This design comes from an exercise in tuning for small area, a short achievable clock period and few clock cycles per item on the open sky130 flow, not from production work. At most, simulation tests tie the RTL to the original design; equivalence was not proved. Function not checked in runs 2 and 4: the RTL went through the layout flow alone. Power figures rest on the tool's default switching activity, not on a simulated workload.

<file path="flow/config.mk">
export PLATFORM = sky130hd
export DESIGN_NAME = ahb3_tile
export DESIGN_NICKNAME = ahb3_tile
export VERILOG_FILES = /design/flow/design.v
export SDC_FILE = /design/flow/constraint.sdc
export NUM_CORES = 8
export LEC_CHECK = 0
export CAP_MARGIN = 20
export CORE_MARGIN = 2
export CORE_UTILIZATION = 50
export SETUP_SLACK_MARGIN = 0.3
export SLEW_MARGIN = 20
export SYNTH_MEMORY_MAX_BITS = 16384
</file>
<file path="flow/constraint.sdc">
create_clock -name core_clock -period 7.0 [get_ports {clk}]
set_input_delay 1.4000 -clock core_clock [delete_from_list [all_inputs] [get_ports {clk}]]
set_output_delay 1.4000 -clock core_clock [all_outputs]
set_load 0.01 [all_outputs]
</file>
<file path="flow/design.v">
package ahb3_pkg;
  typedef logic [32-1:0] addr_t;
  typedef logic [32-1:0] word_t;
  typedef enum logic [1:0] {
    IDLE   = 2'b00,
    BUSY   = 2'b01,
    NONSEQ = 2'b10,
    SEQ    = 2'b11
  } htrans_e;
  typedef enum logic [2:0] {
    BYTE = 3'b000,
    HALF = 3'b001,
    WORD = 3'b010
  } hsize_e;
  typedef enum logic {
    OKAY  = 1'b0,
    ERROR = 1'b1
  } hresp_e;
  typedef enum logic [1:0] {
    ERR_IDLE,
    ERR_FIRST,
    ERR_SECOND
  } err_state_e;
  typedef struct packed {
    logic    hsel;
    addr_t   haddr;
    logic    hwrite;
    hsize_e  hsize;
    htrans_e htrans;
  } ahb3_req_t;
  typedef struct packed {
    word_t  hrdata;
    logic   hready;
    hresp_e hresp;
  } ahb3_rsp_t;
endpackage
package tile_map_pkg;
  typedef enum logic [1:0] {
    SLV_DM,
    SLV_BOOT,
    SLV_NONE
  } slave_e;
  function automatic ahb3_pkg::word_t boot_image(input logic [2:0] idx);
    case (idx)
      3'd0:    boot_image = 32'h0000_0093;   
      3'd1:    boot_image = 32'h0000_1137;   
      3'd2:    boot_image = 32'hff01_0113;   
      3'd3:    boot_image = 32'hf140_2573;   
      3'd4:    boot_image = 32'h0000_0293;   
      3'd5:    boot_image = 32'h0002_8067;   
      3'd6:    boot_image = 32'h1050_0073;   
      default: boot_image = 32'h0000_006f;   
    endcase
  endfunction
  function automatic slave_e slave_decode(input ahb3_pkg::addr_t addr);
    case (addr[32-1 -: 4])
      4'h0:   slave_decode = tile_map_pkg::SLV_DM;
      4'hf: slave_decode = tile_map_pkg::SLV_BOOT;
      default:          slave_decode = tile_map_pkg::SLV_NONE;
    endcase
  endfunction
endpackage
`timescale 1ns/1ps
module ahb3_interconnect (
  input  logic                clk,
  input  logic                arst_n_i,
  input  ahb3_pkg::ahb3_req_t m_req_i,
  output ahb3_pkg::ahb3_rsp_t m_rsp_o,
  output ahb3_pkg::ahb3_req_t dm_req_o,
  output ahb3_pkg::ahb3_req_t boot_req_o,
  input  ahb3_pkg::ahb3_rsp_t dm_rsp_i,
  input  ahb3_pkg::ahb3_rsp_t boot_rsp_i,
  output logic                hready_o
);
  tile_map_pkg::slave_e addr_slv;
  tile_map_pkg::slave_e data_slv;
  logic                 addr_accept;
  ahb3_pkg::err_state_e err_state;
  ahb3_pkg::err_state_e err_state_next;
  assign addr_slv = tile_map_pkg::slave_decode(m_req_i.haddr);
  assign addr_accept = hready_o && m_req_i.hsel &&
                       (m_req_i.htrans == ahb3_pkg::NONSEQ ||
                        m_req_i.htrans == ahb3_pkg::SEQ);
  always_comb begin
    dm_req_o        = m_req_i;
    dm_req_o.hsel   = m_req_i.hsel && (addr_slv == tile_map_pkg::SLV_DM);
    boot_req_o      = m_req_i;
    boot_req_o.hsel = m_req_i.hsel && (addr_slv == tile_map_pkg::SLV_BOOT);
  end
  always_ff @(posedge clk or negedge arst_n_i) begin
    if (!arst_n_i) begin
      data_slv <= tile_map_pkg::SLV_NONE;
    end else if (hready_o) begin
      data_slv <= addr_accept ? addr_slv : tile_map_pkg::SLV_NONE;
    end
  end
  always_comb begin
    case (err_state)
      ahb3_pkg::ERR_FIRST: begin
        err_state_next = ahb3_pkg::ERR_SECOND;
      end
      default: begin
        if (addr_accept && addr_slv == tile_map_pkg::SLV_NONE) begin
          err_state_next = ahb3_pkg::ERR_FIRST;
        end else begin
          err_state_next = ahb3_pkg::ERR_IDLE;
        end
      end
    endcase
  end
  always_ff @(posedge clk or negedge arst_n_i) begin
    if (!arst_n_i) begin
      err_state <= ahb3_pkg::ERR_IDLE;
    end else begin
      err_state <= err_state_next;
    end
  end
  always_comb begin
    m_rsp_o.hrdata = '0;
    m_rsp_o.hready = 1'b1;
    m_rsp_o.hresp  = ahb3_pkg::OKAY;
    case (err_state)
      ahb3_pkg::ERR_FIRST: begin
        m_rsp_o.hready = 1'b0;
        m_rsp_o.hresp  = ahb3_pkg::ERROR;
      end
      ahb3_pkg::ERR_SECOND: begin
        m_rsp_o.hresp = ahb3_pkg::ERROR;
      end
      default: begin
        case (data_slv)
          tile_map_pkg::SLV_DM:   m_rsp_o = dm_rsp_i;
          tile_map_pkg::SLV_BOOT: m_rsp_o = boot_rsp_i;
          default:                m_rsp_o.hresp = ahb3_pkg::OKAY;
        endcase
      end
    endcase
  end
  assign hready_o = m_rsp_o.hready;
endmodule
`timescale 1ns/1ps
module ahb3_sram_sp (
  input  logic                clk,
  input  logic                arst_n_i,
  input  ahb3_pkg::ahb3_req_t req_i,
  input  ahb3_pkg::word_t     hwdata_i,
  input  logic                hready_i,
  output ahb3_pkg::ahb3_rsp_t rsp_o
);
  localparam int unsigned LANES = 32 / 8;
  localparam int unsigned OFF_W = $clog2(LANES);
  localparam int unsigned WORDS = 1024 / LANES;
  localparam int unsigned IDX_W = $clog2(WORDS);
  ahb3_pkg::word_t  mem [WORDS];
  logic             accept;
  logic [LANES-1:0] addr_be;
  logic             dp_write;
  logic [LANES-1:0] dp_be;
  logic [IDX_W-1:0] dp_idx;
  assign accept = req_i.hsel && hready_i &&
                  (req_i.htrans == ahb3_pkg::NONSEQ || req_i.htrans == ahb3_pkg::SEQ);
  always_comb begin
    case (req_i.hsize)
      ahb3_pkg::BYTE: addr_be = LANES'(1) << req_i.haddr[OFF_W-1:0];
      ahb3_pkg::HALF: addr_be = LANES'(3) << {req_i.haddr[OFF_W-1:1], 1'b0};
      ahb3_pkg::WORD: addr_be = '1;
      default:        addr_be = '0;
    endcase
  end
  always_ff @(posedge clk or negedge arst_n_i) begin
    if (!arst_n_i) begin
      dp_write <= 1'b0;
    end else if (hready_i) begin
      dp_write <= accept && req_i.hwrite;
    end
  end
  always_ff @(posedge clk) begin
    if (accept) begin
      dp_idx <= req_i.haddr[IDX_W+OFF_W-1:OFF_W];
      dp_be  <= addr_be;
    end
  end
  always_ff @(posedge clk) begin
    if (dp_write && hready_i) begin
      for (int i = 0; i < LANES; i++) begin
        if (dp_be[i])
          mem[dp_idx][8*i +: 8] <= hwdata_i[8*i +: 8];
      end
    end
  end
  always_comb begin
    rsp_o.hrdata = mem[dp_idx];
    rsp_o.hready = 1'b1;
    rsp_o.hresp  = ahb3_pkg::OKAY;
  end
endmodule
`timescale 1ns/1ps
module ahb3_bootrom (
  input  logic                clk,
  input  logic                arst_n_i,
  input  ahb3_pkg::ahb3_req_t req_i,
  input  logic                hready_i,
  output ahb3_pkg::ahb3_rsp_t rsp_o
);
  localparam int unsigned IDX_W = $clog2(8);
  logic                 accept;
  logic [IDX_W-1:0]     dp_idx;
  ahb3_pkg::err_state_e state;
  ahb3_pkg::err_state_e state_next;
  assign accept = req_i.hsel && hready_i &&
                  (req_i.htrans == ahb3_pkg::NONSEQ || req_i.htrans == ahb3_pkg::SEQ);
  always_ff @(posedge clk) begin
    if (accept) begin
      dp_idx <= req_i.haddr[IDX_W+1:2];
    end
  end
  always_comb begin
    case (state)
      ahb3_pkg::ERR_FIRST: begin
        state_next = ahb3_pkg::ERR_SECOND;
      end
      default: begin
        if (accept && req_i.hwrite) begin
          state_next = ahb3_pkg::ERR_FIRST;
        end else begin
          state_next = ahb3_pkg::ERR_IDLE;
        end
      end
    endcase
  end
  always_ff @(posedge clk or negedge arst_n_i) begin
    if (!arst_n_i) begin
      state <= ahb3_pkg::ERR_IDLE;
    end else begin
      state <= state_next;
    end
  end
  always_comb begin
    rsp_o.hrdata = '0;
    rsp_o.hready = 1'b1;
    rsp_o.hresp  = ahb3_pkg::OKAY;
    case (state)
      ahb3_pkg::ERR_FIRST: begin
        rsp_o.hready = 1'b0;
        rsp_o.hresp  = ahb3_pkg::ERROR;
      end
      ahb3_pkg::ERR_SECOND: rsp_o.hresp = ahb3_pkg::ERROR;
      default: rsp_o.hrdata = tile_map_pkg::boot_image(dp_idx);
    endcase
  end
endmodule
`timescale 1ns/1ps
module ahb3_tile (
  input  logic                clk,
  input  logic                arst_n_i,
  input  logic                hsel_i,
  input  logic [31:0]         haddr_i,
  input  logic                hwrite_i,
  input  logic [2:0]          hsize_i,
  input  logic [1:0]          htrans_i,
  input  logic [31:0]         hwdata_i,
  output logic [31:0]         hrdata_o,
  output logic                hready_o,
  output logic                hresp_o
);
  ahb3_pkg::ahb3_req_t req_i;
  ahb3_pkg::ahb3_rsp_t rsp_o;
  assign req_i.hsel   = hsel_i;
  assign req_i.haddr  = haddr_i;
  assign req_i.hwrite = hwrite_i;
  assign req_i.hsize  = ahb3_pkg::hsize_e'(hsize_i);
  assign req_i.htrans = ahb3_pkg::htrans_e'(htrans_i);
  assign hrdata_o     = rsp_o.hrdata;
  assign hready_o     = rsp_o.hready;
  assign hresp_o      = rsp_o.hresp;
  ahb3_pkg::ahb3_req_t dm_req;
  ahb3_pkg::ahb3_req_t boot_req;
  ahb3_pkg::ahb3_rsp_t dm_rsp;
  ahb3_pkg::ahb3_rsp_t boot_rsp;
  logic                bus_hready;
  ahb3_interconnect u_bus (
    .clk       (clk),
    .arst_n_i  (arst_n_i),
    .m_req_i   (req_i),
    .m_rsp_o   (rsp_o),
    .dm_req_o  (dm_req),
    .boot_req_o(boot_req),
    .dm_rsp_i  (dm_rsp),
    .boot_rsp_i(boot_rsp),
    .hready_o  (bus_hready)
  );
  ahb3_sram_sp u_ram (
    .clk     (clk),
    .arst_n_i(arst_n_i),
    .req_i   (dm_req),
    .hwdata_i(hwdata_i),
    .hready_i(bus_hready),
    .rsp_o   (dm_rsp)
  );
  ahb3_bootrom u_bootrom (
    .clk     (clk),
    .arst_n_i(arst_n_i),
    .req_i   (boot_req),
    .hready_i(bus_hready),
    .rsp_o   (boot_rsp)
  );
endmodule
</file>
<file path="flow/run.sh">
#!/bin/bash
# synth_recipe.tcl (not shown) runs the flow's synth.tcl, then flattens the netlist and writes it again
# the make line also repeats each setting of config.mk as NAME=value (left out here)
make -C /OpenROAD-flow-scripts/flow DESIGN_CONFIG=/design/flow/config.mk WORK_HOME=/design/flow/orfs CLKGATE_MAP_FILE= SYNTH_SCRIPT=/design/flow/synth_recipe.tcl finish
</file>
==> impl_metrics.yaml, run 1 <==
routing:
  routed_wl_microns: 1100000
  drt_first_pass_iters: 14
  wire_per_inst_microns: 43.5
  drc: 0
  ant_nets: 0
  vias: 173000
  drt_iter0_drc: 32200
  viasPerCell: 6.84
placed_design:
  placed_area_sq_um: 334000
  placedCellCount: 23500
  pre_cts_ws_ns: 0.161
  place_congestion: 0.970
  dp_hpwl_microns: 708000
  io_buffers: 87
floorplanning:
  core.rowCount: 294
  start_util_pct: 50.1
  coreArea_sq_um: 640000
  die_h_microns: 805
  io_pins: 107
  fp.dieW_microns: 805
  die-area_sq_um: 648000
global_routing:
  grt_max_degree: 163
  first_global_vias: 162000
  grt-ovfl-total: 0
  grt_first_pass_wirelength_microns: 1450000
  grtUsageTotal_pct: 33.4
  antenna_found_initial: 107
layout:
  final_common_cell: "edfxtp_1"
  area_growth_pct: 13.9
  finalInstanceArea_sq_um: 365000
  drive_above_1_share_pct: 25.6
  layout.nets: 16200
  mostFrequentLayoutCells: "edfxtp_1 (8207), mux4_2 (1879), nor2_1 (1148)"
  fill_cells: 46900
  instances_no_fill: 25300
logic_synthesis:
  synthMuxAreaShare_pct: 15.5
  postSynthAreaPerCell_sq_um: 21.1
  synth_top_family_by_area: "multiplexers"
  ys_warn_count: 3
  synth-edff-count: 8207
  synth.cell_area_sq_um: 321000
  async_flop_share_pct: 0.0851
  synth_fa_ha_area_share_pct: 0.0117
  synth.area.top_cells: "edfxtp_1 (77%), mux4_2 (13%), mux2i_1 (2.0%)"
  seq_area_frac_synth_pct: 77.0
  synth_ff_type: "edfxtp_1"
  syn_inst: 15200
  yosys_register_bits: 8222
  synth_xor_xnor_area_share_pct: 0
  synth_compound_area_share_pct: 2.66
  synth_area_leader_cell: "edfxtp_1"
  synthSimpleGateAreaFrac_pct: 2.91
  synth_cell_type_count: 89
  netlist.area_leader.share_pct: 76.9
setup_path:
  cp.buffers_inverters: 6
  cp-start-kind: "flip-flop"
  r2r_start: "u_bus.err_state[0]"
  reg2reg_to: "u_ram.mem[217][2]"
  cp.required_ns: 5.60
  criticalPathCategory: "flip-flop to output port"
  crit_family: "buffers and inverters"
  reg2reg_slack_ns: 2.22
  r2r_cells: 7
  endpoint_kind: "output port"
  cp_max_fo: 44
  cp_slowest_cell: "o41ai_4"
  cpPeakStageDelay_ns: 0.68
  cp_cell_sequence: "buf_12 > buf_12 > or2_4 > buf_12 > o221ai_1 > o22ai_1 > a31oi_2 > nand4_1 > buf_4 > o41ai_4 > buf_4 > clkdlybuf4s50_1"
  crit_top_cell: "buf_12"
  cp_data_arrival_time_ns: 5.53
sta:
  worst_pin_slew_ns: 1.37
  tns_ns: 0
  slew_headroom_pct: 8.80
  setup_violations: 0
  fin_ws_ns: 0.0707
  hold_violations: 0
  timing.fmax_ghz: 0.144
  fin_skew_ns: 0.0632
  min_period_over_period_pct: 99.0
  drv_slew: 0
  post-route-min-period_ns: 6.93
  rsz0062_at_grt: "yes"
status:
  status: "complete, no violations"
clocking:
  ctsHtreeMaxLevel: 6
  cts.sinks: 8222
  root_buffer: "clkbuf_16"
  clk_pin_slew_worst_paths_ns: 0.06
  cts_hold_buf: 0
  insertion_delay_ns: 1.20
  cts_inserted_buffers: 816
  cts_tree: "done"
  clockBufferDepth: 4
flow_run:
  drv_cap: 0
power_and_ir_drop:
  powerDensity_nw_per_um2: 272
  ir_drop_mv: 0.268
  leakage_nw: 114
  power.total_mw: 99.3
min_path:
  hold_class: "input pin to async pin"
[flip-flops by register name (all words and copies together), names as in the netlist, named ones only]
name,flops
u_ram.dp_be,4
u_bus.err_state,2
u_ram.dp_write,1
u_bootrom.state,2
u_bus.data_slv,2
u_ram.mem,8192
u_ram.dp_idx,8
u_bootrom.dp_idx,3
[cells by family (layout without fill, tap and decap cells)]
| group | after synthesis | after routing |
|---|---|---|
| simple gates | 2233 | 2233 |
| mux | 2576 | 2576 |
| other cells | 0 | 69 |
| flops | 8222 | 8222 |
| compound gates | 1238 | 1238 |
| fa+ha+maj | 3 | 3 |
| buf+inv | 931 | 2490 |
[layout make-up]
type	count	area, sq um	area share [%]
clock inverters	428	3880	1.06
multi-input cells	6050	69400	19.0
diodes	69	173	0.0473
repair inverters	1	8.76	0.00240
clock buffers	1043	21500	5.89
inverters	17	123	0.0336
repair buffers	1001	12600	3.45
well taps	8436	10600	2.89
flip-flops and latches	8222	247000	67.6
[worst max path at each step]
stage               slack, ns  cells past startpoint            to      start
CTS                      0.13                     14   hrdata_o[8]  flip-flop
finish                   0.07                     12   hrdata_o[8]  flip-flop
detailed placement       0.16                     10  hrdata_o[24]  flip-flop
global placement         0.10                     10  hrdata_o[24]  flip-flop
floorplan                3.01                     10  hrdata_o[15]  flip-flop
global route             0.22                     14   hrdata_o[8]  flip-flop
[worst reg2reg max path, stage by stage (launching register included)]
cell     delay [ns]
dfrtp_1        0.35
inv_1          0.05
ha_1           0.44
nor2_1         0.11
a31oi_2        0.65
nand3_4        0.79
buf_4          0.91
nor2_1         1.08
[report_power, final]
| part | switching (mW) | internal, mW | total (mW) |
|---|---|---|---|
| clock | 19.1 | 23.5 | 42.5 |
| sequential | 0.00758 | 54.2 | 54.2 |
| combinational | 1.91 | 0.653 | 2.56 |
| total | 21.0 | 78.3 | 99.3 |
[synth_stat cells (22+ instances only)]
library cell and number:
edfxtp_1 8207, mux4_2 1877, nor2_1 1202, mux2i_1 627, nand2_1 562, clkbuf_1 333, o22ai_1 268, buf_2 225
a21oi_1 196, a22oi_1 158, o221ai_1 148, nor3_1 140, o21ai_0 117, buf_4 110, buf_6 96, nand3_1 95
a211oi_1 64, mux2_2 55, buf_12 51, buf_8 48, buf_1 43, a31oi_1 39, nor4_1 38, nand2b_1 32
and3_1 31, a22o_1 26, and2_1 26, nor2b_1 26, or3_1 26, o211ai_1 25, a221oi_1 24, a2111oi_0 22
[routing by layer]
metal  track usage [%]  wire, microns  part of all wire [%]
met1              46.3         405000                    37
met3              13.2         164000                    15
met2              47.1         473000                    43
met5             0.405            760                 0.069
met4              14.6          57500                   5.2
[through the flow]
step	util, %	hold WS, ns
floorplan	-	0.515
global placement	52.2	0.545
detailed placement	52.2	0.547
CTS	56.9	0.400
global route	57.0	0.470
finish	57.0	0.481
[what timing repair did]
action | 4_1_cts | 5_1_grt
pin swaps | 33 | 14
setup endpoints to repair | 32 | 29
gates cloned | 54 | 9
buffers inserted | 125 | 7
resized for setup | 303 | 101
Testbench counts, summed over its fixed seeds: cycles 26,056, transfers 26,048.
==> run 2: changes to the inputs <==
==> flow/design.v (replaced) <==
package ahb3_pkg;
  typedef logic [32-1:0] addr_t;
  typedef logic [32-1:0] word_t;
  typedef enum logic [1:0] {
    IDLE   = 2'b00,
    BUSY   = 2'b01,
    NONSEQ = 2'b10,
    SEQ    = 2'b11
  } htrans_e;
  typedef enum logic [2:0] {
    BYTE = 3'b000,
    HALF = 3'b001,
    WORD = 3'b010
  } hsize_e;
  typedef enum logic {
    OKAY  = 1'b0,
    ERROR = 1'b1
  } hresp_e;
  typedef enum logic [1:0] {
    ERR_IDLE,
    ERR_FIRST,
    ERR_SECOND
  } err_state_e;
  typedef struct packed {
    logic    hsel;
    addr_t   haddr;
    logic    hwrite;
    hsize_e  hsize;
    htrans_e htrans;
  } ahb3_req_t;
  typedef struct packed {
    word_t  hrdata;
    logic   hready;
    hresp_e hresp;
  } ahb3_rsp_t;
endpackage
package tile_map_pkg;
  typedef enum logic [1:0] {
    SLV_DM,
    SLV_BOOT,
    SLV_NONE
  } slave_e;
  function automatic ahb3_pkg::word_t boot_image(input logic [2:0] idx);
    case (idx)
      3'd0:    boot_image = 32'h0000_0093;   
      3'd1:    boot_image = 32'h0000_1137;   
      3'd2:    boot_image = 32'hff01_0113;   
      3'd3:    boot_image = 32'hf140_2573;   
      3'd4:    boot_image = 32'h0000_0293;   
      3'd5:    boot_image = 32'h0002_8067;   
      3'd6:    boot_image = 32'h1050_0073;   
      default: boot_image = 32'h0000_006f;   
    endcase
  endfunction
  function automatic slave_e slave_decode(input ahb3_pkg::addr_t addr);
    case (addr[32-1 -: 4])
      4'h0:   slave_decode = tile_map_pkg::SLV_DM;
      4'hf: slave_decode = tile_map_pkg::SLV_BOOT;
      default:          slave_decode = tile_map_pkg::SLV_NONE;
    endcase
  endfunction
endpackage
`timescale 1ns/1ps
module ahb3_interconnect (
  input  logic                clk,
  input  logic                arst_n_i,
  input  ahb3_pkg::ahb3_req_t m_req_i,
  output logic                accept_o,
  output logic                sel_dm_o,
  output logic                sel_boot_o,
  output logic                hready_o,
  output logic                hresp_o
);
  tile_map_pkg::slave_e addr_slv;
  logic                 err_req;
  logic                 err_first;
  assign addr_slv = tile_map_pkg::slave_decode(m_req_i.haddr);
  assign accept_o = hready_o && m_req_i.hsel && m_req_i.htrans[1];
  assign sel_dm_o   = (addr_slv == tile_map_pkg::SLV_DM);
  assign sel_boot_o = (addr_slv == tile_map_pkg::SLV_BOOT);
  assign err_req = accept_o && (addr_slv == tile_map_pkg::SLV_NONE ||
                                (addr_slv == tile_map_pkg::SLV_BOOT && m_req_i.hwrite));
  assign err_first = !hready_o;
  always_ff @(posedge clk or negedge arst_n_i) begin
    if (!arst_n_i) begin
      hready_o <= 1'b1;
      hresp_o  <= 1'b0;
    end else if (err_first) begin
      hready_o <= 1'b1;
      hresp_o  <= 1'b1;
    end else begin
      hready_o <= !err_req;
      hresp_o  <= err_req;
    end
  end
endmodule
`timescale 1ns/1ps
module ahb3_sram_sp (
  input  logic                clk,
  input  logic                arst_n_i,
  input  logic                wr_take_i,    
  input  ahb3_pkg::addr_t     haddr_i,
  input  ahb3_pkg::hsize_e    hsize_i,
  input  ahb3_pkg::word_t     hwdata_i,
  output ahb3_pkg::word_t     rdata_o
);
  localparam int unsigned LANES = 32 / 8;
  localparam int unsigned OFF_W = $clog2(LANES);
  localparam int unsigned WORDS = 1024 / LANES;
  localparam int unsigned IDX_W = $clog2(WORDS);
  ahb3_pkg::word_t  mem [WORDS];
  logic [WORDS-1:0] rsel;
  logic [IDX_W-1:0] a_idx;
  logic [LANES-1:0] addr_be;
  logic             dp_write;
  logic [LANES-1:0] dp_be;
  logic [IDX_W-1:0] dp_idx;
  logic             hit;
  ahb3_pkg::word_t  mem_rd;
  assign a_idx = haddr_i[IDX_W+OFF_W-1:OFF_W];
  always_comb begin
    case (hsize_i)
      ahb3_pkg::BYTE: addr_be = LANES'(1) << haddr_i[OFF_W-1:0];
      ahb3_pkg::HALF: addr_be = LANES'(3) << {haddr_i[OFF_W-1:1], 1'b0};
      ahb3_pkg::WORD: addr_be = '1;
      default:        addr_be = '0;
    endcase
  end
  always_ff @(posedge clk or negedge arst_n_i) begin
    if (!arst_n_i) begin
      dp_write <= 1'b0;
    end else begin
      dp_write <= wr_take_i;
    end
  end
  always_ff @(posedge clk) begin
    dp_idx <= a_idx;
    dp_be  <= addr_be;
  end
  always_ff @(posedge clk) begin
    if (dp_write) begin
      for (int i = 0; i < LANES; i++) begin
        if (dp_be[i])
          mem[dp_idx][8*i +: 8] <= hwdata_i[8*i +: 8];
      end
    end
  end
  always_comb begin
    for (int w = 0; w < WORDS; w++) rsel[w] = (a_idx == IDX_W'(w));
  end
  always_comb begin
    mem_rd = '0;
    for (int w = 0; w < WORDS; w++) mem_rd |= {32{rsel[w]}} & mem[w];
  end
  assign hit    = dp_write && (dp_idx == a_idx);
  always_comb begin
    for (int i = 0; i < LANES; i++) begin
      rdata_o[8*i +: 8] = (hit && dp_be[i]) ? hwdata_i[8*i +: 8] : mem_rd[8*i +: 8];
    end
  end
endmodule
`timescale 1ns/1ps
module ahb3_bootrom (
  input  logic [$clog2(8)-1:0] idx_i,
  output ahb3_pkg::word_t                        rdata_o
);
  assign rdata_o = tile_map_pkg::boot_image(idx_i);
endmodule
`timescale 1ns/1ps
module ahb3_tile (
  input  logic                clk,
  input  logic                arst_n_i,
  input  logic                hsel_i,
  input  logic [31:0]         haddr_i,
  input  logic                hwrite_i,
  input  logic [2:0]          hsize_i,
  input  logic [1:0]          htrans_i,
  input  logic [31:0]         hwdata_i,
  output logic [31:0]         hrdata_o,
  output logic                hready_o,
  output logic                hresp_o
);
  ahb3_pkg::ahb3_req_t req_i;
  assign req_i.hsel   = hsel_i;
  assign req_i.haddr  = haddr_i;
  assign req_i.hwrite = hwrite_i;
  assign req_i.hsize  = ahb3_pkg::hsize_e'(hsize_i);
  assign req_i.htrans = ahb3_pkg::htrans_e'(htrans_i);
  logic            accept;
  logic            sel_dm;
  logic            sel_boot;
  ahb3_pkg::word_t dm_rdata;
  ahb3_pkg::word_t boot_rdata;
  ahb3_pkg::word_t rdata_q;
  ahb3_interconnect u_bus (
    .clk       (clk),
    .arst_n_i  (arst_n_i),
    .m_req_i   (req_i),
    .accept_o  (accept),
    .sel_dm_o  (sel_dm),
    .sel_boot_o(sel_boot),
    .hready_o  (hready_o),
    .hresp_o   (hresp_o)
  );
  ahb3_sram_sp u_ram (
    .clk      (clk),
    .arst_n_i (arst_n_i),
    .wr_take_i(accept && sel_dm && hwrite_i),
    .haddr_i  (req_i.haddr),
    .hsize_i  (req_i.hsize),
    .hwdata_i (hwdata_i),
    .rdata_o  (dm_rdata)
  );
  ahb3_bootrom u_bootrom (
    .idx_i  (haddr_i[4:2]),
    .rdata_o(boot_rdata)
  );
  always_ff @(posedge clk) begin
    rdata_q <= sel_boot ? boot_rdata : dm_rdata;
  end
  assign hrdata_o = rdata_q;
endmodule
--- a/flow/config.mk
+++ b/flow/config.mk
@@ -8,6 +8,6 @@
 export CAP_MARGIN = 20
 export CORE_MARGIN = 2
-export CORE_UTILIZATION = 50
-export SETUP_SLACK_MARGIN = 0.3
+export CORE_UTILIZATION = 55
+export SETUP_SLACK_MARGIN = 3.5
 export SLEW_MARGIN = 20
 export SYNTH_MEMORY_MAX_BITS = 16384
==> run 2 against run 1 <==
Compared with the run above:
- the run now fails in 5_1_grt
- synthesized cell count increased by 22%
- synthesized area decreased by 3.7%
==> impl_metrics.yaml, run 2 <==
logic_synthesis:
  yosys_register_bits: 8239
  async_flop_share_pct: 0.0364
  synth_cell_type_count: 83
  seq_area_frac_synth_pct: 80.0
  synth_area_leader_cell: "edfxtp_1"
  postSynthAreaPerCell_sq_um: 16.6
  synth_common_cells: "edfxtp_1 (8192), a22oi_1 (2179), nand3_1 (1588), nor2_1 (1372), clkbuf_1 (645)"
  synth.cell_area_sq_um: 309000
  yosysMostFrequentCell: "edfxtp_1"
  netlist.area_leader.share_pct: 79.7
  synth.area.top_cells: "edfxtp_1 (80%), a22oi_1 (5.3%), nand3_1 (2.6%)"
  synth_ff_type: "edfxtp_1"
  syn_inst: 18600
  ys_warn_count: 4
  synth-edff-count: 8192
placed_design:
  place_congestion: 1.34
  dp_hpwl_microns: 1520000
  placed_area_sq_um: 339000
  placedCellCount: 27100
  io_buffers: 87
  pre_cts_ws_ns: 0.355
status:
  status: "stopped before the end"
  stop_stage: "5_1_grt"
  firstError: "[ERROR GRT-0232] Routing congestion too high. Check the congestion heatmap in the GUI."
global_routing:
  grtUsageTotal_pct: 84.1
  grt-ovfl-total: 11
  grt_max_degree: 181
clocking:
  root_buffer: "clkbuf_16"
  ctsHtreeMaxLevel: 6
  cts.sinks: 8239
  cts_inserted_buffers: 804
  clockBufferDepth: 4
  cts_hold_buf: 0
floorplanning:
  fp.dieW_microns: 753
  io_pins: 107
  core.rowCount: 275
  start_util_pct: 55.1
  die_h_microns: 753
==> run 2: changes by cell type after synthesis, sizes merged, moves of 106 or more <==
cell     delta
mux2i     -619
o221ai    -129
mux4     -1892
a22oi    +2021
a2111oi   +193
a222oi    +227
nor4      +200
nand4     +574
buf       +106
and3      +599
a22o      +255
clkbuf    +305
nand3    +1493
nor2      +187
==> run 2: kinds of logic after synthesis <==
family	synth area share, %
fa+ha+maj	0.00324
buf+inv	1.90
flops	80.0
compound gates	9.31
xor+xnor	0.0255
simple gates	8.64
mux	0.117
==> run 2: power by group through the flow <==
stage	sequential (mW)	combinational [mW]	clock, mW
CTS	54.3	3.80	42.9
detailed placement	55.4	3.40	0
global placement	55.4	3.36	0
floorplan	55.4	0.822	0
==> run 2: worst max-delay path by stage <==
stage	start	to	slack (ns)	cells after the start
after CTS	haddr_i[4]	rdata_q[1]	2.92	15
after global placement	haddr_i[6]	rdata_q[1]	0.38	11
after detailed placement	haddr_i[6]	rdata_q[1]	0.36	11
after floorplan	haddr_i[4]	rdata_q[21]	3.34	11
==> run 2: per-layer routing <==
layer	GRT usage, %	overflow
met5	68.4	0
met4	80.8	4
met3	78.9	1
met2	90.7	6
met1	84.4	0
==> run 2: what timing repair did <==
item / 4_1_cts
gates resized for setup: 908
endpoints found under the setup margin: 3516
pin swaps: 469
setup buffers: 840
gates cloned: 38
==> run 3: changes to the inputs <==
--- a/flow/design.v
+++ b/flow/design.v
@@ -109,14 +109,25 @@
   localparam int unsigned WORDS = 1024 / LANES;
   localparam int unsigned IDX_W = $clog2(WORDS);
-  ahb3_pkg::word_t  mem [WORDS];
-  logic [WORDS-1:0] rsel;
+  localparam int unsigned COL_W = IDX_W / 2;
+  localparam int unsigned ROW_W = IDX_W - COL_W;
+  localparam int unsigned COLS  = 1 << COL_W;
+  localparam int unsigned ROWS  = 1 << ROW_W;
   logic [IDX_W-1:0] a_idx;
   logic [LANES-1:0] addr_be;
-  logic             dp_write;
-  logic [LANES-1:0] dp_be;
+  logic [COLS-1:0]  a_col_n;    
+  logic [ROWS-1:0]  a_row_n;
   logic [IDX_W-1:0] dp_idx;
+  logic [COLS-1:0]  dp_col_n;   
+  logic [ROWS-1:0]  dp_row;
+  logic [LANES-1:0] dp_wbe;     
   logic             hit;
   ahb3_pkg::word_t  mem_rd;
   assign a_idx = haddr_i[IDX_W+OFF_W-1:OFF_W];
+  always_comb begin
+    for (int c = 0; c < COLS; c++) a_col_n[c] = (a_idx[COL_W-1:0] != COL_W'(c));
+    for (int r = 0; r < ROWS; r++) a_row_n[r] = (a_idx[IDX_W-1:COL_W] != ROW_W'(r));
+    for (int c = 0; c < COLS; c++) dp_col_n[c] = (dp_idx[COL_W-1:0] != COL_W'(c));
+    for (int r = 0; r < ROWS; r++) dp_row[r] = (dp_idx[IDX_W-1:COL_W] == ROW_W'(r));
+  end
   always_comb begin
     case (hsize_i)
@@ -129,34 +140,121 @@
   always_ff @(posedge clk or negedge arst_n_i) begin
     if (!arst_n_i) begin
-      dp_write <= 1'b0;
+      dp_wbe <= '0;
     end else begin
-      dp_write <= wr_take_i;
+      dp_wbe <= wr_take_i ? addr_be : '0;
     end
   end
   always_ff @(posedge clk) begin
     dp_idx <= a_idx;
-    dp_be  <= addr_be;
-  end
-  always_ff @(posedge clk) begin
-    if (dp_write) begin
-      for (int i = 0; i < LANES; i++) begin
-        if (dp_be[i])
-          mem[dp_idx][8*i +: 8] <= hwdata_i[8*i +: 8];
-      end
-    end
-  end
-  always_comb begin
-    for (int w = 0; w < WORDS; w++) rsel[w] = (a_idx == IDX_W'(w));
-  end
-  always_comb begin
-    mem_rd = '0;
-    for (int w = 0; w < WORDS; w++) mem_rd |= {32{rsel[w]}} & mem[w];
-  end
-  assign hit    = dp_write && (dp_idx == a_idx);
+  end
+  for (genvar r = 0; r < ROWS; r++) begin : g_row
+    logic [LANES-1:0] lane_we_n;
+    logic [32-1:0] zero;
+    for (genvar l = 0; l < LANES; l++) begin : g_lane
+      assign lane_we_n[l] = !(dp_row[r] && dp_wbe[l]);
+    end
+    ahb3_sram_row #(
+      .COLS (COLS),
+      .LANES(LANES)
+    ) u_row (
+      .clk      (clk),
+      .lane_we_n_i(lane_we_n),
+      .col_we_n_i (dp_col_n),
+      .wdata_i  (hwdata_i),
+      .col_n_i  (a_col_n),
+      .row_n_i  (a_row_n[r]),
+      .zero_o   (zero)
+    );
+  end
+  for (genvar b = 0; b < 32; b++) begin : g_bit
+    logic [ROWS-1:0] zero_rows;
+    for (genvar r = 0; r < ROWS; r++) begin : g_r
+      assign zero_rows[r] = g_row[r].zero[b];
+    end
+    ahb3_sram_nor_tree #(.N(ROWS)) u_tree (
+      .zero_i(zero_rows),
+      .one_o (mem_rd[b])
+    );
+  end
+  assign hit = (dp_idx == a_idx);
   always_comb begin
     for (int i = 0; i < LANES; i++) begin
-      rdata_o[8*i +: 8] = (hit && dp_be[i]) ? hwdata_i[8*i +: 8] : mem_rd[8*i +: 8];
-    end
-  end
+      rdata_o[8*i +: 8] = (hit && dp_wbe[i]) ? hwdata_i[8*i +: 8] : mem_rd[8*i +: 8];
+    end
+  end
+endmodule
+module ahb3_sram_row #(
+  parameter int unsigned COLS  = 16,
+  parameter int unsigned LANES = 4
+) (
+  input  logic                 clk,
+  input  logic [LANES-1:0]     lane_we_n_i,   
+  input  logic [COLS-1:0]      col_we_n_i,    
+  input  logic [8*LANES-1:0]   wdata_i,
+  input  logic [COLS-1:0]      col_n_i,       
+  input  logic                 row_n_i,       
+  output logic [8*LANES-1:0]   zero_o         
+);
+  logic [8*LANES-1:0] mem [COLS];
+  for (genvar c = 0; c < COLS; c++) begin : g_col
+    for (genvar l = 0; l < LANES; l++) begin : g_lane
+      logic we;
+      ahb3_sram_nor2 u_we (.a(lane_we_n_i[l]), .b(col_we_n_i[c]), .y(we));
+      always_ff @(posedge clk) begin
+        if (we) mem[c][8*l +: 8] <= wdata_i[8*l +: 8];
+      end
+    end
+  end
+  for (genvar b = 0; b < 8 * LANES; b++) begin : g_bit
+    logic [COLS/2-1:0] pair_zero;
+    logic [COLS/8-1:0] quad_one;
+    for (genvar p = 0; p < COLS / 2; p++) begin : g_pair
+      ahb3_sram_o22ai u_pair (
+        .a1(col_n_i[2*p]),   .a2(mem[2*p][b]),
+        .b1(col_n_i[2*p+1]), .b2(mem[2*p+1][b]),
+        .y (pair_zero[p])
+      );
+    end
+    for (genvar q = 0; q < COLS / 8; q++) begin : g_quad
+      ahb3_sram_nor4 u_quad (.a(pair_zero[4*q +: 4]), .y(quad_one[q]));
+    end
+    ahb3_sram_a21oi u_zero (.a1(quad_one[0]), .a2(quad_one[1]), .b1(row_n_i), .y(zero_o[b]));
+  end
+endmodule
+module ahb3_sram_nor_tree #(
+  parameter int unsigned N = 16
+) (
+  input  logic [N-1:0] zero_i,
+  output logic         one_o
+);
+  logic [N/4-1:0] none;
+  for (genvar q = 0; q < N / 4; q++) begin : g_quad
+    ahb3_sram_nor4 u_quad (.a(zero_i[4*q +: 4]), .y(none[q]));
+  end
+  assign one_o = &none;
+endmodule
+module ahb3_sram_o22ai (
+  input  logic a1, a2, b1, b2,
+  output logic y
+);
+  assign y = !((a1 | a2) & (b1 | b2));
+endmodule
+module ahb3_sram_nor4 (
+  input  logic [3:0] a,
+  output logic       y
+);
+  assign y = !(|a);
+endmodule
+module ahb3_sram_a21oi (
+  input  logic a1, a2, b1,
+  output logic y
+);
+  assign y = !((a1 & a2) | b1);
+endmodule
+module ahb3_sram_nor2 (
+  input  logic a, b,
+  output logic y
+);
+  assign y = !(a | b);
 endmodule
 `timescale 1ns/1ps
--- a/flow/config.mk
+++ b/flow/config.mk
@@ -8,6 +8,7 @@
 export CAP_MARGIN = 20
 export CORE_MARGIN = 2
-export CORE_UTILIZATION = 55
-export SETUP_SLACK_MARGIN = 3.5
+export CORE_UTILIZATION = 50
+export SETUP_SLACK_MARGIN = 3.0
 export SLEW_MARGIN = 20
+export SYNTH_HIERARCHICAL = 1
 export SYNTH_MEMORY_MAX_BITS = 16384
==> run 3 against run 2 <==
Compared with the run above:
- now clean on timing, DRC and antenna
- synthesized cell count fell by 17%
- synthesized area fell by 3.5%
==> impl_metrics.yaml, run 3 <==
setup_path:
  cp_max_fo: 26
  cp.depth: 4
  cp.buffers_inverters: 1
  endpoint_kind: "flip-flop"
  cp-start-kind: "flip-flop"
  cp_slowest_cell: "nor2_1"
  criticalPathCategory: "flip-flop to flip-flop"
  cp.required_ns: 7.77
  r2r_cells: 4
  crit_family: "simple AND/OR/NAND/NOR gates"
  cpPeakStageDelay_ns: 0.79
  cp_data_arrival_time_ns: 4.83
  cp_cell_sequence: "nor2b_1 > nand2_4 > buf_4 > nor2_1"
logic_synthesis:
  synth_compound_area_share_pct: 10.1
  synth-edff-count: 8192
  synthMuxAreaShare_pct: 0.320
  async_flop_share_pct: 0.0728
  synth_xor_xnor_area_share_pct: 0.0260
  synth_fa_ha_area_share_pct: 0
  yosys_register_bits: 8238
  seq_area_frac_synth_pct: 82.9
  synthSimpleGateAreaFrac_pct: 6.52
  ys_warn_count: 13
  synth_common_cells: "edfxtp_1 (8192), o22ai_1 (4096), nor4_2 (1153), nor2_1 (1050), a21oi_2 (512)"
  synth.area.top_cells: "edfxtp_1 (83%), o22ai_1 (8.6%), nor4_2 (4.8%)"
  synth_ff_type: "edfxtp_1"
  synth.cell_area_sq_um: 298000
  synth_area_leader_cell: "edfxtp_1"
  postSynthAreaPerCell_sq_um: 19.4
  syn_inst: 15400
  yosysMostFrequentCell: "edfxtp_1"
  synth_top_family_by_area: "compound AO/OA/AOI/OAI gates"
  synth_cell_type_count: 40
  netlist.area_leader.share_pct: 82.6
sta:
  min_period_over_period_pct: 58.0
  setup_violations: 0
  hold_violations: 0
  post-route-min-period_ns: 4.06
  fin_skew_ns: 0.0474
  timing.fmax_ghz: 0.246
  tns_ns: 0
  worst_pin_slew_ns: 1.26
  drv_slew: 0
  fin_ws_ns: 2.94
  rsz0062_at_grt: "yes"
  slew_headroom_pct: 15.8
global_routing:
  grt-ovfl-total: 0
  first_global_vias: 156000
  antenna_found_initial: 48
  grt_max_degree: 212
  grtUsageTotal_pct: 26.8
  grt_first_pass_wirelength_microns: 1170000
layout:
  area_growth_pct: 14.2
  layout.nets: 16800
  post-route-util_pct: 57.3
  top_register: "u_ram.g_row.u_row.mem"
  drive_above_1_share_pct: 19.7
  fill_cells: 44000
  final_common_cell: "edfxtp_1"
  mostFrequentLayoutCells: "edfxtp_1 (8192), o22ai_1 (4096), nor4_2 (1131)"
  top_regs: "u_ram.g_row.u_row.mem x8192, rdata_q x32, u_ram.dp_idx x8"
  largest_reg_flops: 8192
routing:
  drc: 0
  wire_per_inst_microns: 33.0
  drt_first_pass_iters: 5
  drt_iter0_drc: 19700
  vias: 164000
  ant_nets: 0
  routed_wl_microns: 834000
  viasPerCell: 6.51
floorplanning:
  coreArea_sq_um: 594000
  core.rowCount: 283
  die-area_sq_um: 602000
  die_h_microns: 776
  io_pins: 107
  start_util_pct: 50.2
  fp.dieW_microns: 776
placed_design:
  dp_hpwl_microns: 481000
  place_congestion: 0.820
  pre_cts_ws_ns: 0.929
  io_buffers: 87
power_and_ir_drop:
  leakage_nw: 101
  ir_drop_mv: 0.272
  powerDensity_nw_per_um2: 292
clocking:
  cts_hold_buf: 0
  insertion_delay_ns: 1.15
  cts_tree: "done"
  clk_pin_slew_worst_paths_ns: 0.06
  clockBufferDepth: 4
  ctsHtreeMaxLevel: 6
  cts.sinks: 8238
  cts_inserted_buffers: 806
  root_buffer: "clkbuf_16"
min_path:
  hold_class: "flip-flop to flip-flop"
  hold_path_depth: 1
flow_run:
  drv_cap: 0
status:
  status: "complete, no violations"
## run 3: cell types whose count changed after synthesis, sizes merged, moves of 629 or more
cell | previous run | this run
buf | 679 | 33
nor4 | 241 | 1156
o22ai | 299 | 4096
clkbuf | 645 | 13
nand3 | 1588 | 23
and3 | 630 | 1
a22oi | 2179 | 0
## run 3: path summary, 6_finish.rpt
check	startpoint	endpoint	slack (ns)
setup / recovery	u_ram.dp_idx[3]	u_ram.g_row[14].u_row.mem[8][27]	2.94
hold / removal	u_bus.hready_o	u_bus.hresp_o	0.46
setup reg to reg	u_ram.dp_idx[3]	u_ram.g_row[14].u_row.mem[8][27]	2.94
hold reg to reg	u_bus.hready_o	u_bus.hresp_o	0.46
max in group asynchronous	arst_n_i	u_ram.dp_wbe[0]	5.94
min in group asynchronous	arst_n_i	u_bus.hresp_o	0.67
## run 3: worst reg2reg max path, stage by stage, from the launching register on
cell     delay (ns)
dfxtp_1        0.62
nor2b_1        0.68
nand2_4        0.76
buf_4          0.77
nor2_1         0.86
## run 3: logic make-up after synthesis
| group | after synthesis |
|---|---|
| XOR/XNOR | 8 |
| AO/OA/AOI/OAI | 4619 |
| flip-flops | 8238 |
| buffers and inverters | 52 |
| other | 2 |
| AND/OR/NAND/NOR | 2391 |
| multiplexers | 64 |
## run 3: cell type report
type                            instances  area (sq um)  share of cell area [%]
Sequential cell                      8238        247000                    72.6
Multi-Input combinational cell       7093         51800                    15.2
Clock buffer                         1031         21200                    6.24
Tap cell                             7837          9810                    2.88
Timing Repair Buffer                  552          6700                    1.97
Clock inverter                        436          3560                    1.05
Antenna cell                           57           143                  0.0419
Inverter                                6          22.5                 0.00662
## run 3: power by group
| group | internal, mW | leakage, nW | switching [mW] | total [mW] |
|---|---|---|---|---|
| sequential | 54.3 | 74.0 | 0.0962 | 54.4 |
| clock | 22.8 | 12.0 | 18.3 | 41.1 |
| combinational | 1.07 | 14.5 | 2.74 | 3.81 |
| total | 78.1 | 101 | 21.1 | 99.2 |
## run 3: metal layers
layer / wire length, microns / share of wire [%] / up-vias / track usage, %
met4: 23300 / 2.8 / 20 / 7.39
met3: 71200 / 8.5 / 1176 / 4.54
met5: 125 / 0.015 / - / 0
met2: 395000 / 47 / 7618 / 42.5
li1: - / - / 69500 / -
met1: 344000 / 41 / 86100 / 39.0
## run 3: modules after synthesis, one instance, submodules excluded, a selection
| module | cell area [sq um] | cells | copies in the design | flip-flops and latches |
|---|---|---|---|---|
| ahb3_sram_o22ai | 6.26 | 1 | 4096 | 0 |
| ahb3_tile | 1190 | 69 | 1 | 32 |
| ahb3_interconnect | 100 | 9 | 1 | 2 |
| ahb3_bootrom | 236 | 41 | 1 | 0 |
| ahb3_sram_nor2 | 3.75 | 1 | 1024 | 0 |
| ahb3_sram_sp | 1760 | 247 | 1 | 12 |
| ahb3_sram_a21oi | 8.76 | 1 | 512 | 0 |
| ahb3_sram_nor4 | 12.5 | 1 | 1152 | 0 |
## run 3: timing repair
action | in CTS | in global routing
endpoints found under the setup margin | 312 | 550
hold endpoints to repair | 0 | 0
gates cloned | 3 | 0
resized for setup | 102 | 45
buffers inserted | 18 | 2
pin swaps | 4 | 3
## run 3: metrics by stage
stage          cells  total power, mW  hold slack [ns]  cell area, sq um
5_1_grt        25200              102            0.478            340000
4_1_cts        25200             99.8            0.460            340000
3_5_place_dp   23700             59.2            0.446            314000
6_report       25300             99.2            0.455            340000
3_3_place_gp   23700             59.1            0.439            314000
2_1_floorplan  15400             57.2            0.452            298000
Testbench counts of run 3, summed over its fixed seeds: cycles 26,056, transfers 26,048.
==> run 4: changes to the inputs <==
--- a/flow/design.v
+++ b/flow/design.v
@@ -103,4 +103,6 @@
   input  ahb3_pkg::hsize_e    hsize_i,
   input  ahb3_pkg::word_t     hwdata_i,
+  input  logic                ovr_i,
+  input  ahb3_pkg::word_t     ovr_data_i,
   output ahb3_pkg::word_t     rdata_o
 );
@@ -117,16 +119,14 @@
   logic [COLS-1:0]  a_col_n;    
   logic [ROWS-1:0]  a_row_n;
-  logic [IDX_W-1:0] dp_idx;
   logic [COLS-1:0]  dp_col_n;   
   logic [ROWS-1:0]  dp_row;
   logic [LANES-1:0] dp_wbe;     
   logic             hit;
-  ahb3_pkg::word_t  mem_rd;
+  logic [LANES-1:0] alt_sel;    
+  ahb3_pkg::word_t  alt_data;
   assign a_idx = haddr_i[IDX_W+OFF_W-1:OFF_W];
   always_comb begin
     for (int c = 0; c < COLS; c++) a_col_n[c] = (a_idx[COL_W-1:0] != COL_W'(c));
     for (int r = 0; r < ROWS; r++) a_row_n[r] = (a_idx[IDX_W-1:COL_W] != ROW_W'(r));
-    for (int c = 0; c < COLS; c++) dp_col_n[c] = (dp_idx[COL_W-1:0] != COL_W'(c));
-    for (int r = 0; r < ROWS; r++) dp_row[r] = (dp_idx[IDX_W-1:COL_W] == ROW_W'(r));
   end
   always_comb begin
@@ -146,5 +146,6 @@
   end
   always_ff @(posedge clk) begin
-    dp_idx <= a_idx;
+    dp_col_n <= a_col_n;
+    dp_row   <= ~a_row_n;
   end
   for (genvar r = 0; r < ROWS; r++) begin : g_row
@@ -167,4 +168,11 @@
     );
   end
+  assign hit = |(dp_row & ~a_row_n) && |(~dp_col_n & ~a_col_n);
+  always_comb begin
+    for (int i = 0; i < LANES; i++) begin
+      alt_sel[i]           = ovr_i || (hit && dp_wbe[i]);
+      alt_data[8*i +: 8]   = ovr_i ? ovr_data_i[8*i +: 8] : hwdata_i[8*i +: 8];
+    end
+  end
   for (genvar b = 0; b < 32; b++) begin : g_bit
     logic [ROWS-1:0] zero_rows;
@@ -174,13 +182,9 @@
     ahb3_sram_nor_tree #(.N(ROWS)) u_tree (
       .zero_i(zero_rows),
-      .one_o (mem_rd[b])
+      .alt_i (alt_sel[b/8]),
+      .alt_d (alt_data[b]),
+      .one_o (rdata_o[b])
     );
   end
-  assign hit = (dp_idx == a_idx);
-  always_comb begin
-    for (int i = 0; i < LANES; i++) begin
-      rdata_o[8*i +: 8] = (hit && dp_wbe[i]) ? hwdata_i[8*i +: 8] : mem_rd[8*i +: 8];
-    end
-  end
 endmodule
 module ahb3_sram_row #(
@@ -226,4 +230,6 @@
 ) (
   input  logic [N-1:0] zero_i,
+  input  logic         alt_i,
+  input  logic         alt_d,
   output logic         one_o
 );
@@ -232,5 +238,5 @@
     ahb3_sram_nor4 u_quad (.a(zero_i[4*q +: 4]), .y(none[q]));
   end
-  assign one_o = &none;
+  assign one_o = alt_i ? alt_d : &none;
 endmodule
 module ahb3_sram_o22ai (
@@ -288,5 +294,5 @@
   logic            sel_dm;
   logic            sel_boot;
-  ahb3_pkg::word_t dm_rdata;
+  ahb3_pkg::word_t rdata;
   ahb3_pkg::word_t boot_rdata;
   ahb3_pkg::word_t rdata_q;
@@ -308,5 +314,7 @@
     .hsize_i  (req_i.hsize),
     .hwdata_i (hwdata_i),
-    .rdata_o  (dm_rdata)
+    .ovr_i    (sel_boot),
+    .ovr_data_i(boot_rdata),
+    .rdata_o  (rdata)
   );
   ahb3_bootrom u_bootrom (
@@ -315,5 +323,5 @@
   );
   always_ff @(posedge clk) begin
-    rdata_q <= sel_boot ? boot_rdata : dm_rdata;
+    rdata_q <= rdata;
   end
   assign hrdata_o = rdata_q;
==> flow/flow/run.sh (new file) <==
#!/bin/bash
# The standard layout (standard.sh), with three changes:
#  - the port buffers are plain buffers instead of delay cells,
#  - repair may swap a cell for one of another footprint (so a slow buffer
#    can become a fast one),
#  - clock tree leaves drive larger clusters, and no dummy loads are added.
# Each ORFS step keeps its own log under orfs/logs/; make's output is in
# flow.log.
set -euo pipefail
bash standard.sh \
  BUFFER_PORTS_ARGS="-buffer_cell sky130_fd_sc_hd__buf_4" \
  MATCH_CELL_FOOTPRINT=0 \
  CTS_ARGS="-sink_clustering_enable -repair_clock_nets -dont_use_dummy_load -sink_clustering_size 25 -sink_clustering_max_diameter 70" \
  finish > flow.log 2>&1
==> flow/standard.sh (new file) <==
#!/bin/bash
# synth_recipe.tcl (not shown) runs the flow's synth.tcl, then flattens the netlist and writes it again
# the make line also repeats each setting of config.mk as NAME=value (left out here)
make -C /OpenROAD-flow-scripts/flow DESIGN_CONFIG=/design/flow/config.mk WORK_HOME=/design/flow/orfs CLKGATE_MAP_FILE= SYNTH_SCRIPT=/design/flow/synth_recipe.tcl "${@:-finish}"
--- a/flow/config.mk
+++ b/flow/config.mk
@@ -9,5 +9,5 @@
 export CORE_MARGIN = 2
 export CORE_UTILIZATION = 50
-export SETUP_SLACK_MARGIN = 3.0
+export SETUP_SLACK_MARGIN = 3.5
 export SLEW_MARGIN = 20
 export SYNTH_HIERARCHICAL = 1
removed: flow/run.sh
==> run 4 against run 3 <==
Compared with the run above:
- critical path type is now input pin to flip-flop
- die area about the same
- clock power down 35%
- via count up 1.2%
- highest routed layer unchanged
- sequential share of layout area up 2.1 points
- maximum frequency up 12%
- worst setup slack better by 0.45 ns
- largest cell class unchanged
- register-to-register slack better by 0.60 ns
- design area down 2.6%
==> impl_metrics.yaml, run 4 <==
status:
  status: "complete, no violations"
clocking:
  root_buffer: "clkbuf_16"
  cts_inserted_buffers: 467
  cts.sinks: 8262
  clk_pin_slew_worst_paths_ns: 0.08
  ctsHtreeMaxLevel: 5
  insertion_delay_ns: 1.09
  clockBufferDepth: 4
  cts_hold_buf: 0
  cts_tree: "done"
logic_synthesis:
  synth.area.top_cells: "edfxtp_1 (83%), o22ai_1 (8.6%), nor4_2 (4.8%)"
  synth_cell_type_count: 55
  synth_area_leader_cell: "edfxtp_1"
  postSynthAreaPerCell_sq_um: 19.3
  synth_common_cells: "edfxtp_1 (8192), o22ai_1 (4096), nor4_2 (1153), nor2_1 (1050), a21oi_2 (512)"
  synth-edff-count: 8192
  synth.cell_area_sq_um: 298000
  yosysMostFrequentCell: "edfxtp_1"
  yosys_register_bits: 8262
  syn_inst: 15400
  async_flop_share_pct: 0.0726
  netlist.area_leader.share_pct: 82.5
  seq_area_frac_synth_pct: 83.0
  synth_ff_type: "edfxtp_1"
  ys_warn_count: 13
layout:
  top_regs: "u_ram.g_row.u_row.mem x8192, rdata_q x32"
  top_register: "u_ram.g_row.u_row.mem"
  instances_no_fill: 24500
  area_growth_pct: 11.2
  final_common_cell: "edfxtp_1"
  finalInstanceArea_sq_um: 331000
  mostFrequentLayoutCells: "edfxtp_1 (8192), o22ai_1 (4095), nor2_1 (1048)"
  largest_reg_flops: 8192
  layout.nets: 16700
  drive_above_1_share_pct: 17.8
sta:
  drv_slew: 0
  fin_skew_ns: 0.106
  hold_violations: 0
  setup_violations: 0
  rsz0062_at_grt: "yes"
  min_period_over_period_pct: 51.6
  slew_headroom_pct: 21.8
  timing.fmax_ghz: 0.277
  post-route-min-period_ns: 3.61
  worst_pin_slew_ns: 1.17
  tns_ns: 0
floorplanning:
  coreArea_sq_um: 594000
  core.rowCount: 283
  io_pins: 107
  fp.dieW_microns: 776
  start_util_pct: 50.2
  die_h_microns: 776
  die-area_sq_um: 602000
power_and_ir_drop:
  seqPwrFrac_pct: 64.0
  ir_drop_mv: 0.253
  internal_power_mw: 67.2
  powerDensity_nw_per_um2: 257
  p_clk_share_pct: 31.3
  switching_power_mw: 17.9
  comb_power_share_pct: 4.7
  swShare_pct: 21.0
  leakage_nw: 96.5
global_routing:
  first_global_vias: 154000
  grt_max_degree: 200
  grt_first_pass_wirelength_microns: 1190000
  grtUsageTotal_pct: 27.7
  grt-ovfl-total: 0
  antenna_found_initial: 52
routing:
  drt_iter0_drc: 23300
  drt_first_pass_iters: 6
  routed_wl_microns: 889000
  drc: 0
  ant_nets: 0
  vias: 166000
  wire_per_inst_microns: 36.3
  viasPerCell: 6.80
placed_design:
  place_congestion: 0.812
  placed_area_sq_um: 313000
  dp_hpwl_microns: 477000
  placedCellCount: 23700
  io_buffers: 87
setup_path:
  cp-start-kind: "input pin"
  cp.required_ns: 7.99
  endpoint_kind: "flip-flop"
  cp_data_arrival_time_ns: 4.60
  criticalPathCategory: "input pin to flip-flop"
  cp_max_fo: 28
min_path:
  hold_class: "input pin to async pin"
flow_run:
  drv_cap: 0
[run 4: changes by cell type after synthesis, sizes merged, moves of 4 or more]
cell / change
a21o: +5
and4: -32
buf: -4
dfxtp: +24
inv: +17
mux2: -32
mux2i: +4
nand2: +19
nand3: -17
nand4: +30
nor2b: -6
o21ai: +36
xor2: -8
[run 4: timing repair]
action,in CTS,in global routing
setup endpoints to repair,100,32
setup buffers,107,35
gates resized for setup,225,172
gates cloned,43,40
endpoints found under the hold margin,0,0
pin swaps,62,128
[run 4: per-module statistics from Yosys, one instance, submodules excluded, excerpt]
| module | cells | flip-flops and latches | cell area (sq um) |
|---|---|---|---|
| ahb3_bootrom | 41 | 0 | 236 |
| ahb3_sram_nor4 | 1 | 0 | 12.5 |
| ahb3_sram_o22ai | 1 | 0 | 6.26 |
| ahb3_sram_nor2 | 1 | 0 | 3.75 |
| ahb3_tile | 33 | 32 | 647 |
| ahb3_sram_a21oi | 1 | 0 | 8.76 |
| ahb3_sram_sp | 282 | 36 | 2180 |
| ahb3_interconnect | 9 | 2 | 100 |
[run 4: per-stage QoR]
step                util, %  worst slack, ns  power (mW)  hold slack (ns)
finish                 55.8             3.39        85.1            0.173
global route           55.8             3.46        87.0            0.126
CTS                    55.4             3.48        85.2           0.0856
detailed placement     52.8             1.48        59.2            0.440
global placement       52.8             1.51        59.1            0.440
floorplan                 -            0.967        57.0            0.452
[run 4: cell families (layout without fill, tap and decap cells)]
family | Yosys count | after routing | share of synthesized area [%]
buf+inv | 66 | 1186 | 0.113
compound gates | 4673 | 4673 | 10.2
flops | 8262 | 8262 | 83.0
mux | 36 | 36 | 0.134
simple gates | 2398 | 2427 | 6.48
other cells | 2 | 36 | 0.00252
[run 4: routing by layer]
| metal | share of wire (%) | wire, microns | up-vias | GRT usage, % |
|---|---|---|---|---|
| met5 | 0.025 | 226 | - | 0.190 |
| met4 | 3.3 | 29300 | 24 | 8.27 |
| met3 | 9.9 | 88000 | 1214 | 4.75 |
| met2 | 47 | 413000 | 8875 | 43.4 |
| met1 | 40 | 358000 | 87600 | 40.5 |
| li1 | - | - | 68700 | - |
[run 4: final cells by class]
| cell class | instances | area [sq um] |
|---|---|---|
| fill | 44800 | 263000 |
| antenna | 28 | 70.1 |
| inverter | 23 | 105 |
| tap | 7837 | 9810 |
| multi-input combinational | 7144 | 52500 |
| timing repair buffer | 696 | 9570 |
| sequential | 8262 | 247000 |
| clock buffer | 467 | 11700 |
[run 4: critical path: stages]
cell and delay, ns:
buf_12 0.14, nor2b_1 0.21, clkbuf_16 0.24, buf_16 0.21
buf_6 0.18, nand2_8 0.21, o22ai_1 0.15, nor4_2 0.60
a21oi_2 0.22, nor4_4 0.43, nand4_1 0.31, o21ai_1 0.20
[run 4: power by group through the flow]
stage / sequential (mW) / combinational, mW / clock (mW)
after detailed placement: 55.6 / 3.61 / 0
final: 54.5 / 4.02 / 26.6
after global routing: 54.5 / 4.17 / 28.4
after global placement: 55.6 / 3.55 / 0
after CTS: 54.5 / 3.85 / 26.9
after floorplan: 55.5 / 1.52 / 0
[run 4: path summary, 6_finish.rpt]
path | to | cells past startpoint | slack (ns) | start
max | rdata_q[13] | 12 | 3.39 | haddr_i[2]
max reg2reg | rdata_q[21] | 7 | 3.54 | u_ram.dp_row[15]
min in group core_clock | u_bus.hresp_o | 1 | 0.46 | u_bus.hready_o
min | u_bus.hresp_o | 1 | 0.17 | arst_n_i
min reg2reg | u_bus.hresp_o | 1 | 0.46 | u_bus.hready_o
max in group asynchronous | u_bus.hready_o | 1 | 6.63 | arst_n_i

## static timing again, ports no longer ideal
In the flow no input, the clock included, has a driving cell. The finished layouts below were timed again as built, in two steps.
Step 1: set_driving_cell puts a clkbuf_16 on clk and a buf_2 on each other input, an assumption about the parent block.
Step 2 times the ports against the registers' clock, not the clock port: input delays grow and output delays shrink by t, the midpoint of the rising clock arrivals with the driver on.
Three values: ideal, step 1, step 2; two values: the first two.
| run | shift t [ns] | setup WS [ns] | hold slack, ns | clock arrival spread, ns | slew at the worst register clock pin (ns) |
|---|---|---|---|---|---|
| run 1 | 1.321 | 0.071 / -0.077 / 1.244 | 0.481 / 0.359 / 0.559 | 0.068 / 0.068 | 0.07 / 0.07 |
| run 3 | 1.251 | 2.938 / 2.897 / 1.646 | 0.455 / 0.455 / 0.455 | 0.072 / 0.072 | 0.07 / 0.07 |
| run 4 | 1.173 | 3.387 / 3.232 / 2.059 | 0.173 / 0.069 / 0.461 | 0.117 / 0.117 | 0.10 / 0.10 |
After both steps setup and hold are still met in every run listed. For run 4, which loses most, drivers alone change the setup slack by -0.155 ns; drivers and shift together by -1.328 ns.
